This is an optimization exercise on Yosys and OpenROAD, whose aim is small area, a short achievable clock period and few clock cycles per item, not a production implementation. In this exercise RTL edits were held to simulation tests only and were not proved equivalent to the original. Power figures rest on the tool's default switching activity, not on a simulated workload.

== job 7560 ==
// low_band_energy_beat_detector_core
module low_band_energy_beat_detector_core
(
	input  logic                 clk,
	input  logic                 arst_n,
	input  logic                 cfg_we,
	input  logic [lbed_pkg::CFG_IDX_W-1:0] cfg_index,
	input  logic [lbed_pkg::CFG_W-1:0]     cfg_wdata,
	input  logic                 s_tvalid,
	output logic                 s_tready,
	input  logic [63:0]          s_tdata,    
	input  logic                 s_tlast,    
	output logic                 m_tvalid,
	input  logic                 m_tready,
	output logic [23:0]          m_tdata,    
	output logic                 m_tuser     
);
export LEC_CHECK = 0
export CAP_MARGIN = 20
export CORE_MARGIN = 2
export CORE_UTILIZATION = 55
export CTS_CLUSTER_DIAMETER = 80
export CTS_CLUSTER_SIZE = 30
export PLACE_DENSITY = 0.7
export SLEW_MARGIN = 20
create_clock -name core_clock -period 9.0 [get_ports {clk}]
standard.sh (not shown) runs the stock make flow with config.mk's settings and CLKGATE_MAP_FILE= SYNTH_SCRIPT=/design/flow/synth_recipe.tcl, a recipe that flattens the netlist after the stock synthesis.
==> flow/flow/run.sh <==
#!/bin/bash
# Standard layout (the standard.sh, unchanged synthesis) with two changes: a larger setup
# repair margin, so that repair_timing works the paths down to about 3.1 ns, and the smallest
# plain buffer (buf_1) for the port buffers that global placement puts on every input and
# output. All of make's output (every ORFS step, OpenROAD and Yosys) goes to flow_make.log
# here; ORFS also keeps its per-step logs under orfs/logs.
set -euo pipefail
bash standard.sh "BUFFER_PORTS_ARGS=-buffer_cell sky130_fd_sc_hd__buf_1" SETUP_SLACK_MARGIN=5.9 finish > flow_make.log 2>&1
Job 7560: all stages complete, timing, DRC and antenna checks passed
Testbench counts of job 7560, summed over its fixed seeds: cycles 69,432, items 68,461.
The following lists how job 5234 was set up differently from job 7560:
- a change of CAP_MARGIN from 20 to 5
- a change of SLEW_MARGIN from 20 to 5
[summary]
On clock network fraction of design power, job 7560 and job 5234 are basically level.
Any difference in final core utilization between job 5234 and job 7560 is small enough to ignore.
The smallest setup slack after layout was comparable across job 7560 and job 5234.
The maximum clock path buffer count was comparable across job 7560 and job 5234.
Highest clock frequency the design can meet delta (job 7560 -> job 5234): insignificant
The maximum VDD drop was comparable across job 7560 and job 5234.
As far as cell area after layout is concerned, job 5234 and job 7560 perform about the same.
Between job 7560 and job 5234, the difference in vias per cell is negligible.
From job 5234 to job 7560, global routing usage on met2 did not move at all.
Compared job 5234 against job 7560; reported leakage power within noise.
> inputs changed (job 5234 -> job 8333)
- changing CTS_CLUSTER_DIAMETER from 80 to 60
- changing CTS_CLUSTER_SIZE from 30 to 24
- setting CTS_BUF_LIST to sky130_fd_sc_hd__clkbuf_8 sky130_fd_sc_hd__clkbuf_16 for the first time
--- outcome ---
Job 8333 completed end to end with timing, DRC and antenna clean. Initial core utilization: job 5234 vs job 8333 identical. | met1 layer usage reported by global route | job 5234 vs job 8333 | ≈ equal |. Summary of job 8333 over job 5234: proportion of power drawn by combinational gates fell 1.0 points; post-layout worst setup margin went down 4.5 ps; final routed wirelength across all metal layers grew by 1.7%; fmax was more or less identical. Compared with job 5234, job 8333 shows a higher count of non-CTS buffers in the layout. Looking at setup fix buffers added after clock tree synthesis, job 8333 sits below job 5234. Diff job 5234..job 8333 | synthesized cell count | unchanged.
Edits applied to the flow inputs when going from job 8333 to job 9900:
- CORE_UTILIZATION now 68, was 55
- SLEW_MARGIN now 20, was 5
- CTS_CLUSTER_SIZE now 30, was 24
- CTS_BUF_LIST no longer set, was sky130_fd_sc_hd__clkbuf_8 sky130_fd_sc_hd__clkbuf_16
- CAP_MARGIN now 20, was 5
- CTS_CLUSTER_DIAMETER now 80, was 60
- PLACE_DENSITY now 0.8, was 0.7
==> results.txt <==
- Per the final summary, job 9900 finished and its layout is clean on timing, DRC and antenna.
- Compared job 9900 vs job 8333, and final critical delay including setup and external delays is up in job 9900.
- Job 9900: final critical-path setup slack 51 ps below job 8333
- Delta (job 9900 minus job 8333): share of total power consumed by net switching went up by 0.93 points; final wirelength went down by 1.7%; combinational power went down by about 2%; number of levels in the clock H-tree went down by 1.

-- static timing again, ports no longer ideal --
No port has a modelled driver above. Below, the same layouts with a new extraction and two added sets of constraints.
Step 1 sets driving cells, clkbuf_16 on the clock port and buf_2 on the other inputs (assumed; they add their load-dependent delay and slew).
Step 2 times the ports against the registers' clock, not the clock port: input delays grow and output delays shrink by t, the midpoint of the rising clock arrivals with the driver on.
Slacks: ideal ports / drivers / drivers and shift; pairs: ideal ports / drivers.
| run | shift t [ns] | setup slack, ns | slew at the worst register clock pin (ns) | pins driven straight from the clock port |
|---|---|---|---|---|
| job 7560 | 0.659 | 5.835 / 5.823 / 5.403 | 0.11 / 0.11 | 1 |
| job 5234 | 0.663 | 5.833 / 5.823 / 5.396 | 0.11 / 0.11 | 1 |
| job 8333 | 0.647 | 5.829 / 5.829 / 5.445 | 0.08 / 0.08 | 1 |
| job 9900 | 0.637 | 5.778 / 5.778 / 5.316 | 0.12 / 0.12 | 1 |
After both steps setup and hold are still met in every run listed. The setup slack of job 9900, which loses most, moves by 0.000 ns with the drivers and by -0.462 ns with both steps.
